This design comes from an exercise in tuning for small area on the open sky130 flow, not from production work.
Only simulation tests tie the RTL to the original design; equivalence was not proved.
No activity file was given, so power comes from the tool's default toggle rates.

### design/flow/config.mk
export PLATFORM = sky130hd
export DESIGN_NAME = harmonic_comb_energy
export DESIGN_NICKNAME = harmonic_comb_energy
export VERILOG_FILES = /design/flow/design.v
export SDC_FILE = /design/flow/constraint.sdc
export NUM_CORES = 4
export LEC_CHECK = 0
export ABC_AREA = 1
export CAP_MARGIN = 20
export CORE_MARGIN = 2
export CORE_UTILIZATION = 40
export CTS_CLUSTER_DIAMETER = 100
export CTS_CLUSTER_SIZE = 26
export GPL_TIMING_DRIVEN = 0
export SLEW_MARGIN = 20
### design/flow/constraint.sdc
create_clock -name core_clock -period 10.0 [get_ports {i_clk}]
set_input_delay 2.0000 -clock core_clock [delete_from_list [all_inputs] [get_ports {i_clk}]]
set_output_delay 2.0000 -clock core_clock [all_outputs]
set_load 0.01 [all_outputs]
### design/flow/design.v
package hce_pkg;
    localparam int FREQ_W            = 23;
    localparam int BINW_W            = 24;
    localparam int MAG_W             = 24;
    localparam int ENERGY_W          = 35;
    localparam int CFG_IDX_W         = 1;
    localparam int CFG_DATA_W        = 24;
    localparam int S_TDATA_W         = 24;
    localparam int M_TDATA_W         = 40;
    localparam int DEF_NUM_HARMONICS = 30;
    localparam int DEF_MAX_BINS      = 2048;
    typedef enum logic [CFG_IDX_W-1:0] {
        CFG_FUND = 1'b0,
        CFG_BINW = 1'b1
    } t_cfg_idx;
endpackage
module hce_match (
    input  logic i_unused,
    output logic o_unused
);
    assign o_unused = i_unused;
endmodule
module hce_csel #(parameter int N = 36, parameter int B = 12) (
    input  logic [N-1:0] a,
    input  logic [N-1:0] b,
    input  logic         cin,
    output logic [N-1:0] s,
    output logic         cout
);
    localparam int NB = (N + B - 1) / B;
    logic [NB:0] bc;
    assign bc[0] = cin;
    for (genvar j = 0; j < NB; j++) begin : g_blk
        localparam int LO = j * B;
        localparam int HI = (LO + B > N) ? N : LO + B;
        localparam int W  = HI - LO;
        logic [W:0]   c0, c1;
        logic [W-1:0] s0, s1;
        assign c0[0] = 1'b0;
        assign c1[0] = 1'b1;
        for (genvar i = 0; i < W; i++) begin : g_bit
            assign s0[i]   = a[LO+i] ^ b[LO+i] ^ c0[i];
            assign c0[i+1] = (a[LO+i] & b[LO+i]) | (c0[i] & (a[LO+i] ^ b[LO+i]));
            assign s1[i]   = a[LO+i] ^ b[LO+i] ^ c1[i];
            assign c1[i+1] = (a[LO+i] & b[LO+i]) | (c1[i] & (a[LO+i] ^ b[LO+i]));
        end
        if (j == 0) begin : g_first
            logic [W:0] cr;
            assign cr[0] = cin;
            for (genvar i = 0; i < W; i++) begin : g_r
                assign s[LO+i]  = a[LO+i] ^ b[LO+i] ^ cr[i];
                assign cr[i+1]  = (a[LO+i] & b[LO+i]) | (cr[i] & (a[LO+i] ^ b[LO+i]));
            end
            assign bc[1] = cr[W];
        end else begin : g_sel
            assign s[HI-1:LO] = (s1 & {W{bc[j]}}) | (s0 & {W{~bc[j]}});
            assign bc[j+1]    = (c1[W] & bc[j]) | (c0[W] & ~bc[j]);
        end
    end
    assign cout = bc[NB];
endmodule
module harmonic_comb_energy #(
    parameter int NUM_HARMONICS = hce_pkg::DEF_NUM_HARMONICS,
    parameter int MAX_BINS      = hce_pkg::DEF_MAX_BINS
) (
    input  logic                              i_clk,
    input  logic                              i_rst_n,
    input  logic                              i_s_tvalid,
    output logic                              o_s_tready,
    input  logic [hce_pkg::S_TDATA_W-1:0]     i_s_tdata,
    input  logic                              i_s_tlast,
    output logic                              o_m_tvalid,
    input  logic                              i_m_tready,
    output logic [hce_pkg::M_TDATA_W-1:0]     o_m_tdata,
    input  logic                              i_cfg_we,
    input  logic [hce_pkg::CFG_IDX_W-1:0]     i_cfg_idx,
    input  logic [hce_pkg::CFG_DATA_W-1:0]    i_cfg_data
);
    localparam int R  = 4;     
    localparam int XW = 32;    
    localparam int EW = 35;
    logic [22:0] r_f;
    logic [23:0] r_w;
    logic        r_mode;       
    logic        r_wge;        
    logic [R-1:0]       r_v, r_l, r_d, r_s;
    logic [R-1:0][23:0] r_m;
    logic [XW-1:0] r_x;
    logic [4:0]    r_h;
    logic [10:0]   r_k;
    logic [2:0]    r_ec;       
    logic          r_ovf;      
    logic          r_z;        
    logic          r_hit;      
    logic [EW-1:0] r_sum;
    logic          r_ov;
    logic stall, consume;
    assign stall      = r_ov && !i_m_tready;
    assign o_s_tready = !stall;
    assign consume    = r_v[R-1] && !stall;
    logic [24:0] cm, cg;
    assign cm[0] = 1'b1;
    assign cg[0] = 1'b1;
    for (genvar i = 0; i < 24; i++) begin : g_cmp
        logic fi, f2i;
        assign fi  = (i < 23) ? r_f[i] : 1'b0;
        assign f2i = (i == 0) ? 1'b0 : r_f[i-1];
        assign cm[i+1] = (r_w[i] & ~fi)  | (cm[i] & (r_w[i] | ~fi));
        assign cg[i+1] = (r_w[i] & ~f2i) | (cg[i] & (r_w[i] | ~f2i));
    end
    always_ff @(posedge i_clk) begin
        r_mode <= !cm[24];
        r_wge  <= cg[24];
    end
    logic [XW-1:0] f2, f4, f64, w1, w2;
    assign f2  = XW'({r_f, 1'b0});
    assign f4  = XW'({r_f, 2'b0});
    assign f64 = XW'({r_f, 6'b0});
    assign w1  = XW'(r_w);
    assign w2  = XW'({r_w, 1'b0});
    logic x_neg, x_zero;
    assign x_neg  = r_x[XW-1];
    assign x_zero = (r_x == '0);
    logic         jv;
    logic [R-1:0] jsel;
    logic         jlast;
    always_comb begin
        jsel = '0; jlast = 1'b0; jv = 1'b0;
        for (int i = 0; i < R; i++) begin
            if (r_v[i] && !r_d[i]) begin
                jsel    = '0;
                jsel[i] = 1'b1;
                jlast   = r_l[i];
                jv      = 1'b1;
            end
        end
        if (r_ec != 3'd0) begin jv = 1'b0; jsel = '0; end
    end
    logic sel;
    always_comb begin
        if (r_k == '0)  sel = r_wge;
        else if (r_mode) sel = ((x_neg || x_zero) && (r_h != 5'd31)) || r_hit;
        else             sel = !x_neg;
    end
    localparam int TW = 29;
    function automatic logic [2*TW-1:0] csa(input logic [TW-1:0] x, input logic [TW-1:0] y, input logic [TW-1:0] z);
        logic [TW-1:0] s, c;
        s = x ^ y ^ z;
        c = ((x & y) | (x & z) | (y & z)) << 1;
        csa = {c, s};
    endfunction
    logic [12:0]   kx;           
    logic [5:0]    bneg, bone, btwo;
    logic [TW-1:0] bp [6];
    logic [TW-1:0] bk;           
    assign kx = {1'b0, r_k, 1'b0};
    for (genvar i = 0; i < 6; i++) begin : g_booth
        logic b2, b1, b0;
        logic [24:0] m;
        assign b2 = kx[2*i+2];
        assign b1 = kx[2*i+1];
        assign b0 = kx[2*i];
        assign bneg[i] = b2 & ~(b1 & b0);
        assign bone[i] = b1 ^ b0;
        assign btwo[i] = b2 ? (~b1 & ~b0) : (b1 & b0);
        assign m = ({25{bone[i]}} & {1'b0, r_w}) | ({25{btwo[i]}} & {r_w, 1'b0});
        if (i == 0) begin : g_r0
            assign bp[i] = TW'({~bneg[i], m ^ {25{bneg[i]}}});
        end else begin : g_ri
            assign bp[i] = TW'(XW'({~bneg[i], m ^ {25{bneg[i]}}, 1'b0, bneg[i-1]}) << (2*i - 2));
        end
    end
    assign bk = TW'({11'd683, 25'd0}) | (TW'(bneg[5]) << 10);    
    logic [TW-1:0] t1s, t1c, t2s, t2c, t3s, t3c, t4s, t4c, t5s, t5c;
    assign {t1c, t1s} = csa(bp[0], bp[1], bp[2]);
    assign {t2c, t2s} = csa(bp[3], bp[4], bp[5]);
    assign {t3c, t3s} = csa(bk, t1s, t1c);
    assign {t4c, t4s} = csa(t2s, t2c, t3s);
    assign {t5c, t5s} = csa(t4s, t4c, t3c);
    logic [XW-1:0] t9s, t9c;
    assign t9s = XW'(t5s);
    assign t9c = XW'(t5c);
    logic p_big;
    assign p_big = (r_k[5]  & r_w[23])          | (r_k[6]  & (|r_w[23:22])) |
                   (r_k[7]  & (|r_w[23:21]))    | (r_k[8]  & (|r_w[23:20])) |
                   (r_k[9]  & (|r_w[23:19]))    | (r_k[10] & (|r_w[23:18]));
    logic [XW-1:0] op_a, op_b, op_c;
    logic          ci_b, ci_c;      
    logic [XW-1:0] rs, rc, row;
    always_comb begin
        rs = op_a ^ op_b ^ op_c;
        rc = ((op_a & op_b) | (op_a & op_c) | (op_b & op_c)) << 1;
        rc[0] = ci_b;
    end
    hce_csel #(.N(XW), .B(5)) u_row (.a(rs), .b(rc), .cin(ci_c), .s(row), .cout());
    logic [XW-1:0] drow, d_b;
    logic          y_neg, y_zero;
    assign d_b = x_neg ? f64 : ~f64;
    hce_csel #(.N(XW), .B(7)) u_drow (.a(r_x << 1), .b(d_b), .cin(!x_neg), .s(drow), .cout());
    assign y_neg  = drow[XW-1];
    assign y_zero = (drow == '0);
    logic [XW-1:0] x_next;
    logic [4:0]    h_next;
    logic [2:0]    ec_next;
    logic          ovf_next, z_next, hit_next;
    always_comb begin
        op_a = r_x; op_b = ~w2; ci_b = 1'b1; op_c = '0; ci_c = 1'b0;
        x_next = r_x; h_next = r_h; ec_next = r_ec; ovf_next = r_ovf; z_next = r_z; hit_next = r_hit;
        if (r_ec != 3'd0) begin
            ec_next = r_ec + 3'd1;
            if (r_ec == 3'd1) begin
                if (r_k == '0) ec_next = 3'd0;
                ovf_next = 1'b0;
                z_next   = 1'b0;
                hit_next = 1'b0;
                op_a = t9s << 1; op_b = t9c << 1; ci_b = 1'b0; op_c = ~w1; ci_c = 1'b1;
                x_next = p_big ? XW'(36'h20000000) : {2'b00, row[XW-3:0]};
            end else if (!r_mode) begin
                ec_next = 3'd0;
                op_a = f64; op_b = ~f4; ci_b = 1'b1; op_c = ~r_x; ci_c = 1'b1;
                x_next = row;
            end else if (r_ec != 3'd4) begin
                op_a = drow << 1; op_c = '0; ci_c = 1'b0;
                if (y_neg) begin op_b = f64;  ci_b = 1'b0; end
                else       begin op_b = ~f64; ci_b = 1'b1; end
                x_next = row;
                h_next = {r_h[2:0], !y_neg, !row[XW-1]};
                ovf_next = r_ovf | (r_x[XW-1] != r_x[XW-2]) | (drow[XW-1] != drow[XW-2]);
                z_next   = r_z | y_zero | ((r_ec == 3'd3) && x_zero);
            end else begin
                ec_next = 3'd0;
                op_a = y_neg ? '0 : f2; op_b = ~w2; ci_b = 1'b1; op_c = ~{{5{drow[XW-1]}}, drow[XW-1:5]}; ci_c = 1'b1;
                x_next = row;
                if (r_ovf || (r_x[XW-1] != r_x[XW-2])) begin
                    h_next = 5'd31;
                end else begin
                    h_next = ({r_h[3:0], !y_neg} == 5'd31) ? 5'd31 : {r_h[3:0], !y_neg} + 5'd1;
                    hit_next = (y_zero || r_z || x_zero) && ({r_h[3:0], !y_neg} != 5'd0) &&
                               ({r_h[3:0], !y_neg} != 5'd31);
                end
            end
        end else if (jv && (jlast || r_k != 11'd2047)) begin
            hit_next = 1'b0;
        end
        if (r_ec == 3'd0 && jv && !jlast) begin
            if (r_k == '0) begin
                h_next = 5'd1;
                if (r_mode) begin op_a = f2;  op_b = ~w2; ci_b = 1'b1; op_c = ~w1; ci_c = 1'b1; end
                else        begin op_a = f64; op_b = ~f4; ci_b = 1'b1; op_c = ~w1; ci_c = 1'b1; end
                x_next = row;
            end else if (r_k != 11'd2047) begin
                if (r_mode) begin
                    op_a = r_x; op_b = ~w2; ci_b = 1'b1; op_c = x_neg ? f2 : '0; ci_c = 1'b0;
                    x_next = row;
                    if (x_neg && r_h != 5'd31) h_next = r_h + 5'd1;
                end else if (!x_neg) begin
                    op_a = r_x; op_b = ~w2; ci_b = 1'b1; op_c = '0; ci_c = 1'b0;
                    x_next = row;
                end
            end
        end
    end
    always_ff @(posedge i_clk) begin
        if (!i_rst_n) begin
            r_f  <= '0;
            r_w  <= '0;
            r_ec <= 3'd0;
            r_x  <= '0;
            r_h  <= 5'd1;
            r_ovf <= 1'b0;
            r_z   <= 1'b0;
            r_hit <= 1'b0;
        end else begin
            r_x  <= x_next;
            r_h  <= h_next;
            r_ovf <= ovf_next;
            r_z   <= z_next;
            r_hit <= hit_next;
            r_ec <= ec_next;
            if (i_cfg_we) begin
                r_ec <= 3'd1;
                if (i_cfg_idx == 1'b0) r_f <= i_cfg_data[22:0];
                else                   r_w <= i_cfg_data;
            end
        end
    end
    always_ff @(posedge i_clk) begin
        if (!i_rst_n) begin
            r_k <= '0;
        end else if (jv) begin
            if (jlast)                  r_k <= '0;
            else if (r_k != 11'd2047)   r_k <= r_k + 11'd1;
        end
    end
    logic [R-1:0] d_now, s_now;
    always_comb begin
        for (int i = 0; i < R; i++) begin
            d_now[i] = r_d[i] || jsel[i];
            s_now[i] = jsel[i] ? sel : r_s[i];
        end
    end
    always_ff @(posedge i_clk) begin
        if (!i_rst_n) begin
            r_v <= '0;
        end else if (!stall) begin
            r_v <= {r_v[R-2:0], i_s_tvalid};
        end
    end
    always_ff @(posedge i_clk) begin
        if (!stall) begin
            r_m <= {r_m[R-2:0], i_s_tdata};
            r_l <= {r_l[R-2:0], i_s_tlast};
            r_d <= {d_now[R-2:0], 1'b0};
            r_s <= {s_now[R-2:0], 1'b0};
        end else begin
            r_d <= d_now;
            r_s <= s_now;
        end
    end
    logic [EW-1:0] base;
    logic [23:0]   addend;
    logic [23:0]   lo_sum;
    logic          lo_cy;
    logic [10:0]   hi_inc;
    logic [EW-1:0] n_sum;
    assign base   = r_ov ? '0 : r_sum;
    assign addend = s_now[R-1] ? r_m[R-1] : 24'd0;
    hce_csel #(.N(24), .B(12)) u_acc (.a(base[23:0]), .b(addend), .cin(1'b0), .s(lo_sum), .cout(lo_cy));
    assign hi_inc = base[34:24] + 11'd1;
    always_comb begin
        if (!lo_cy)                  n_sum = {base[34:24], lo_sum};
        else if (base[34:24] == '1)  n_sum = '1;
        else                         n_sum = {hi_inc, lo_sum};
    end
    always_ff @(posedge i_clk) begin
        if (!i_rst_n) begin
            r_sum <= '0;
            r_ov  <= 1'b0;
        end else if (consume) begin
            r_sum <= n_sum;
            r_ov  <= r_l[R-1];
        end else if (r_ov && i_m_tready) begin
            r_sum <= '0;
            r_ov  <= 1'b0;
        end
    end
    assign o_m_tvalid = r_ov;
    assign o_m_tdata  = {5'd0, r_sum};
endmodule
### design/flow/flow/run.sh
#!/bin/bash
# Standard layout, with the port buffers made from the smallest buffer cell.
set -e
export BUFFER_PORTS_ARGS="-buffer_cell sky130_fd_sc_hd__buf_1"
bash standard.sh finish > standard.log 2>&1
### design/flow/standard.sh
#!/bin/bash
# synth_recipe.tcl (not shown) runs the flow's synth.tcl, then flattens the netlist and writes it again
# the make line also repeats each setting of config.mk as NAME=value (left out here)
make -C /OpenROAD-flow-scripts/flow DESIGN_CONFIG=/design/flow/config.mk WORK_HOME=/design/flow/orfs CLKGATE_MAP_FILE= SYNTH_SCRIPT=/design/flow/synth_recipe.tcl "${@:-finish}"
==> summary.md, run 1 <==
| Metric | Value |
|---|---|
| Status | `no timing/DRC/antenna violations` |
| Post-Syn Area per Cell | `8.084 um^2` |
| WHS Path Cells | `0` |
| Final setup fails | `0` |
| Global-route wire length before repair | `between 150 and 200 mm` |
| Max-cap viol count | `0` |
| Pwr Density | `272.5 nW/um^2` |
| Post-layout nets | `3,566` |
| PortBufs | `90` |
| Yosys Warn Count | `2` |
| Cell Count Post-Placement | `roughly 4,000` |
| R2R cell count | `43` |
| Drt total wl | `118.0 mm` |
| Pre-CTS setup slack | `-2362 ps` |
| Dominant synthesized flop cell | `dfxtp_1` |
| Post-DP HPWL | `92.09 mm` |
| Layout Cells excl Fill | `3,961` |
| Crit. End Element | `register` |
| Antenna violations before repair | `2` |
| Largest net degree at the start of global routing | `58` |
| Max Fanout on Critical Path | `10` |
| CP Data Required Time | `10,450 ps` |
| Residual DRC | `0` |
| Synth area leader | `fa_1` |
| Final WS setup | `265.1 ps` |
| Crit path DAT | `10,180 ps` |
| Die Wd | `251.1 um` |
| Top-area cell type share of the netlist area | `19.35%` |
| H-tree Lvls | `1` |
| Tot GR Track Use | `approximately 37%` |
| LEAKAGE | `about 11 nW` |
| Drt wl/cell | `approximately 30 um` |
| Tmin final | `slightly below 10,000 ps` |
| Worst-margin pin slew | `between 1000 and 1500 ps` |
| Largest stage delay, worst path | `490 ps` |
| CTS Buf Count | `16` |
| DR iter-0 viols | `3,443` |
| Share of cells above drive strength 1 | `6.608%` |
| FF+latch count, synth | `about 250` |
| Starting Density | `approximately 40%` |
| Clk slew on worst S/H paths | `110 ps` |
| Max-slew violations | `0` |
| Final core occ | `44.79%` |
| Vias in the first global route | `about 23,000` |
| Synthesized area | `24,420 um^2` |
| Hold/Removal Path Class | `reg -> reg` |
| GPL Wtd Cong | `1.058` |
| CTS tree | `yes` |
| Via density | `6.109` |
| Tcrit/Tclk final | `97.35%` |
| Normalized max-slew margin | `20.41%` |
| Worst-skew pair later-pin latency | `550 ps` |
| Fmax | `102.7 MHz` |
| Sequential fraction of the synthesis area | `approximately 25%` |
| Routed Antenna Nets | `0` |
| Die height | `251.1 um` |
| Ys async rst share | `0%` |
| Top-Level Pins | `97` |
| Core Region | `60,360 um^2` |
| Clk sinks | `251` |
| Synthesis-to-finish area growth | `10.70%` |
| Cell Rows | `90` |
| Via Count | `around 24,000` |
| Synth top area cells | `fa_1 19%, dfxtp_1 12%, edfxtp_1 12%` |
| Fin Setup TNS | `0 ps` |
| Final Hold Fails | `0` |
| Die area | `63,040 um^2` |
| CP max stage cell | `fa_1` |
| Yosys cell types | `63` |
| Clock skew | `29.29 ps` |
| Clock buffer depth | `3` |
| Post-synth EDFFs | `100` |
| Gr ovfl total | `0` |
| Maximum VDD drop | `0.1986 mV` |
| Mapped Cells | `between 3,000 and 4,000` |
| WS Path Type | `reg -> reg` |
| Root Driver | `clkbuf_16` |
| Drt first pass iters | `6` |
| Cts hold-fix bufs | `0` |
| Type of origin of the critical path | `register` |
-- final timing paths --
path	start	slack (ps)	endpoint
setup / recovery	r_x[31]	270	r_h[0]
hold / removal	r_m[12]	420	r_m[36]
setup reg to reg	r_x[31]	270	r_h[0]
hold reg to reg	r_m[12]	420	r_m[36]
-- cell families (layout without fill, tap and decap cells) --
kind of cell	count (synthesis)	count (layout)	share of synthesized area [%]
AO/OA/AOI/OAI	822	822	20.49
XOR/XNOR	156	156	5.626
adder cells (fa/ha/maj)	343	343	24.83
buffers and inverters	704	857	11.08
flip-flops	251	251	24.67
multiplexers	19	19	0.7941
other	1	6	0.01536
AND/OR/NAND/NOR	725	725	12.49
-- metrics by stage --
step / instance area, um^2 / hold WS (ps) / total power [mW]
floorplan: 24440 / 400.3 / 4.455
global placement: 25750 / 400.4 / 6.004
detailed placement: 25850 / 404.5 / 6.050
CTS: 26710 / 418.0 / 7.066
global route: 27030 / 412.1 / 7.811
finish: 27030 / 417.0 / 7.366
-- cell usage after synthesis (41+ instances only) --
master	count
xor2_1	143
clkbuf_1	140
o22ai_1	188
nor2_1	152
a21oi_1	211
o211ai_1	41
fa_1	236
inv_1	493
ha_1	107
nand3_1	56
nand2_1	439
edfxtp_1	100
dfxtp_1	151
o21ai_0	230
-- placed cells by master (no fill, tap or decap), drive strengths merged, types with 144 or more instances in the layout --
master  count
inv       505
nand2     458
o21ai     245
fa        236
a21oi     211
o22ai     188
buf       169
nor2      157
clkbuf    154
dfxtp     151
xor2      144
-- routing by layer --
| layer | share of wire, % | up-vias | GRT usage (%) |
|---|---|---|---|
| met4 | 5.1 | 2 | 15.17 |
| li1 | - | 10360 | - |
| met1 | 42 | 11900 | 51.75 |
| met3 | 12 | 330 | 10.47 |
| met2 | 41 | 1610 | 52.71 |
| met5 | 0.011 | - | 0 |
-- where the power goes --
| group | switching (mW) | internal, mW | total (mW) |
|---|---|---|---|
| logic | 3.44 | 1.85 | 5.29 |
| registers | 0.147 | 1.16 | 1.31 |
| clock network | 0.419 | 0.349 | 0.768 |
| total | 4.00 | 3.36 | 7.37 |
-- area by class of cell --
class / instances / area, um^2
inverters: 526 / 2007
clock buffers: 20 / 415.4
multi-input cells: 2070 / 15990
well taps: 782 / 978.4
clock inverters: 8 / 145.1
fillers: 6225 / 33320
flip-flops and latches: 251 / 6033
diodes: 1 / 2.502
repair buffers: 127 / 678.2
plain buffers: 176 / 789.5
-- flip-flops by register name, summed over array words and instances (netlist names) --
name    count
r_m        96
r_hit       1
r_z         1
r_ovf       1
r_d         4
r_s         4
r_mode      1
r_h         5
r_f        23
r_v         4
r_ov        1
r_k        11
r_sum      35
r_l         4
r_ec        3
r_x        32
r_wge       1
r_w        24
-- critical path, delay by kind of cell, from the launching register on --
family,cells,cell delay [ps]
xor gates and xnor gates,2,370
and+or+nand+nor,14,1630
AOI/OAI and AO/OA,9,1420
adders and majority gates,12,4690
buffers and inverters,6,1030
DFF,1,440
-- repair_timing --
action	CTS	global route
gates cloned	0	2
buffers inserted	19	12
pin swaps	10	19
setup endpoints to repair	53	25
gates resized for setup	49	69
==> run 2, diff against run 1 <==
--- a/design/flow/config.mk
+++ b/design/flow/config.mk
@@ -10,6 +10,5 @@
 export CORE_MARGIN = 2
 export CORE_UTILIZATION = 40
-export CTS_CLUSTER_DIAMETER = 100
-export CTS_CLUSTER_SIZE = 26
-export GPL_TIMING_DRIVEN = 0
+export CTS_CLUSTER_DIAMETER = 115
+export CTS_CLUSTER_SIZE = 30
 export SLEW_MARGIN = 20
==> run 2 against run 1 <==
Wire length decreased by 13%; setup slack improved by 110 ps; hold slack improved by 5.8 ps; critical endpoint is now r_sum[32]; largest power group unchanged.
==> summary.md, run 2 <==
| Metric | Value |
|---|---|
| Synthesized area | `24,420 um^2 (unchanged)` |
| Fin Setup TNS | `0 ps (unchanged)` |
| Post-DP HPWL | `77.46 mm (-16%)` |
| Core Region | `60,360 um^2 (unchanged)` |
| Final Hold Fails | `0 (unchanged)` |
| Fillcell total | `6,126 (-1.6%)` |
| LEAKAGE | `11.05 nW (-0.14%)` |
| GPL Wtd Cong | `1.021 (-3.5%)` |
| Die area | `63,040 um^2 (unchanged)` |
| Final core occ | `43.88% (-0.91 points)` |
| Starting Density | `40.46% (unchanged)` |
| Status | `no timing/DRC/antenna violations` |
| Hold/Removal Path Class | `reg -> reg` |
| Worst-skew pair later-pin latency | `550 ps (about the same)` |
| DR iter-0 viols | `2,971 (-14%)` |
| Largest stage delay, worst path | `490 ps (about the same)` |
| Post-Syn Area per Cell | `8.084 um^2 (unchanged)` |
| Post-synth EDFFs | `100 (unchanged)` |
| Type of origin of the critical path | `register` |
| Maximum VDD drop | `0.1591 mV (-20%)` |
| Max Fanout on Critical Path | `11 (+1)` |
| Die Wd | `251.1 um (unchanged)` |
| Residual DRC | `0 (unchanged)` |
| Area post-placement | `25,840 um^2 (about the same)` |
| Clk slew on worst S/H paths | `110 ps (about the same)` |
| PortBufs | `91 (+1.1%)` |
| Top-Level Pins | `97 (unchanged)` |
| Worst-margin pin slew | `1101 ps (-92.85 ps)` |
| Yosys Warn Count | `2 (unchanged)` |
| Drt wl/cell | `26.59 um (-11%)` |
| Gr ovfl total | `0 (unchanged)` |
| Mapped Cells | `3,021 (unchanged)` |
| Final instance area | `26,490 um^2 (-2.0%)` |
| Pwr Density | `265.2 nW/um^2 (-2.7%)` |
| Ys async rst share | `0% (unchanged)` |
| Largest net degree at the start of global routing | `80 (+38%)` |
| CTS tree | `yes` |
| Drt first pass iters | `9 (+3)` |
| Routed Antenna Nets | `0 (unchanged)` |
| Post-layout nets | `3,463 (-2.9%)` |
| Fmax | `103.9 MHz (+1.1%)` |
| Max FFs per register | `96 (unchanged)` |
| Max-cap viol count | `0 (unchanged)` |
| Clk sinks | `251 (unchanged)` |
| Cell Rows | `90 (unchanged)` |
| Biggest regs | `r_m: 96 flops, r_sum: 35 flops, r_x: 32 flops` |
| Crit. End Element | `register` |
| Via Count | `23,330 (-3.6%)` |
| Synthesis-to-finish area growth | `8.459%` |
| Tcrit/Tclk final | `96.29% (-1.1 points)` |
| H-tree Lvls | `1 (unchanged)` |
| Cell mode on critical path | `fa_1` |
| Sequential fraction of the synthesis area | `24.67% (unchanged)` |
| Share of cells above drive strength 1 | `6.931% (+0.32 points)` |
| Clock skew | `32.45 ps (+3.161 ps)` |
| Final setup fails | `0 (unchanged)` |
| CP max stage cell | `fa_1` |
| Yosys cell types | `63 (unchanged)` |
| Global-route wire length before repair | `150.1 mm (-9.9%)` |
| Pre-CTS setup slack | `20.96 ps (+2383 ps)` |
| FF+latch count, synth | `251 (unchanged)` |
| Die height | `251.1 um (unchanged)` |
| Count leader, synth | `inv_1` |
| Clock buffer depth | `3 (unchanged)` |
| Root Driver | `clkbuf_16` |
| Via density | `6.050 (-0.95%)` |
| Top post-synthesis cells by count | `493 x inv_1, 439 x nand2_1, 236 x fa_1, 230 x o21ai_0, 211 x a21oi_1` |
| Vias in the first global route | `22,220 (-3.2%)` |
| Power Total | `7.025 mW (-4.6%)` |
| Synth area leader | `fa_1` |
| Antenna violations before repair | `3 (+1)` |
| Final WS setup | `371.1 ps (+106.0 ps)` |
| Max-slew violations | `0 (unchanged)` |
| Tmin final | `9629 ps (-106.0 ps)` |
| Crit path DAT | `10,080 ps (-100 ps)` |
| Most flops, register | `r_m` |
| Synth top area cells | `fa_1 19%, dfxtp_1 12%, edfxtp_1 12%` |
| Top-area cell type share of the netlist area | `19.35% (unchanged)` |
| Normalized max-slew margin | `25.82% (+5.4 points)` |
| Drt total wl | `102.5 mm (-13%)` |
| Most common cell after layout, fill and taps aside | `inv_1` |
| Dominant synthesized flop cell | `dfxtp_1` |
| Tot GR Track Use | `31.88% (-4.9 points)` |
| WS Path Type | `reg -> reg` |
| CP Data Required Time | `10,450 ps (about the same)` |
| Commonest non-fill, non-tap cells in the layout | `492 x inv_1, 437 x nand2_1, 232 x fa_1, 228 x o21ai_0, 211 x a21oi_1` |
| CTS Buf Count | `14 (-2)` |
run 2: cell count changes in the layout (fill, tap and decap cells not counted), sizes merged:
cell      previous run  this run
buf                169       201
bufinv               2         0
clkbuf             154        21
clkinv              24        23
clkinvlp             3         0
inv                505       507
run 2: critical path: cells and delay by family (launching register included):
family	cells	cell delay, ps
buffers and inverters	7	890
AO/OA/AOI/OAI	5	960
flip-flops	1	370
adder cells (fa/ha/maj)	13	5490
AND/OR/NAND/NOR	11	1820
run 2: through the flow:
stage,hold slack (ps),std cells
after floorplan,400.3,3025
after global placement,400.4,3823
after detailed placement,404.5,3823
after CTS,429.4,3847
after global routing,437.4,3855
final,422.8,3856
run 2: final cells by class:
type | count | area, um^2 | area share, %
repair buffers | 202 | 1204 | 4.544
diodes | 1 | 2.502 | 0.009448
multi-input cells | 2070 | 15830 | 59.78
flip-flops and latches | 251 | 6028 | 22.76
well taps | 782 | 978.4 | 3.694
clock buffers | 20 | 404.1 | 1.526
clock inverters | 4 | 53.80 | 0.2031
inverters | 526 | 1982 | 7.483
run 2: cells by family after synthesis:
group,Yosys count,synth area share (%)
buffers and inverters,704,11.08
DFF,251,24.67
muxes,19,0.7941
and+or+nand+nor,725,12.49
adders and majority gates,343,24.83
other,1,0.01536
AOI/OAI and AO/OA,822,20.49
xor gates and xnor gates,156,5.626
run 2: final timing paths:
kind	from	end	slack, ps	cells past startpoint
hold reg to reg	r_m[50]	r_m[74]	420	0
hold / removal	r_m[50]	r_m[74]	420	0
setup / recovery	r_x[31]	r_sum[32]	370	36
setup reg to reg	r_x[31]	r_sum[32]	370	36
run 2: per-layer routing:
layer,up-vias,share of wire [%],routed length [um],track usage [%]
met4,4,4.0,4085,10.82
met3,240,11,11640,6.906
met5,-,0.069,71,0
met2,1419,41,42180,45.89
met1,11530,43,44560,47.07
li1,10140,-,-,-
run 2: where the power goes:
group          internal [mW]  total, mW  switching, mW
clock network          0.297      0.688          0.391
logic                   1.79       5.06           3.27
registers               1.16       1.28          0.113
run 2: what timing repair did:
item	4_1_cts	5_1_grt
hold buffers	0	0
hold endpoints to repair	0	0
endpoints found under the setup margin	22	27
pin swaps	0	11
setup buffers	0	7
cloned	0	1
resized for setup	1	31

## static timing again, ports no longer ideal
No port has a modelled driver above. Below, the same layouts with a new extraction and two added sets of constraints. Step 1 assumes that a clkbuf_16 drives the clock port and a buf_2 every other input. Step 2 adds t to the input delays and takes it off the output delays; t is the mean of the earliest and latest rising clock arrival at the registers after step 1. Input paths then give back, and output paths get back, about the clock's delay inside the block. Three values: ideal ports, drivers, drivers and shift; two values: the first two.
run | shift t [ns] | setup WS [ns] | worst register clock-pin slew, ns | worst data-port slew with drivers (ns)
run 1 | 0.597 | 0.265 / 0.265 / 0.265 | 0.11 / 0.11 | 0.06
run 2 | 0.597 | 0.371 / 0.371 / 0.371 | 0.12 / 0.12 | 0.07
After both steps setup and hold are still met in every run listed.
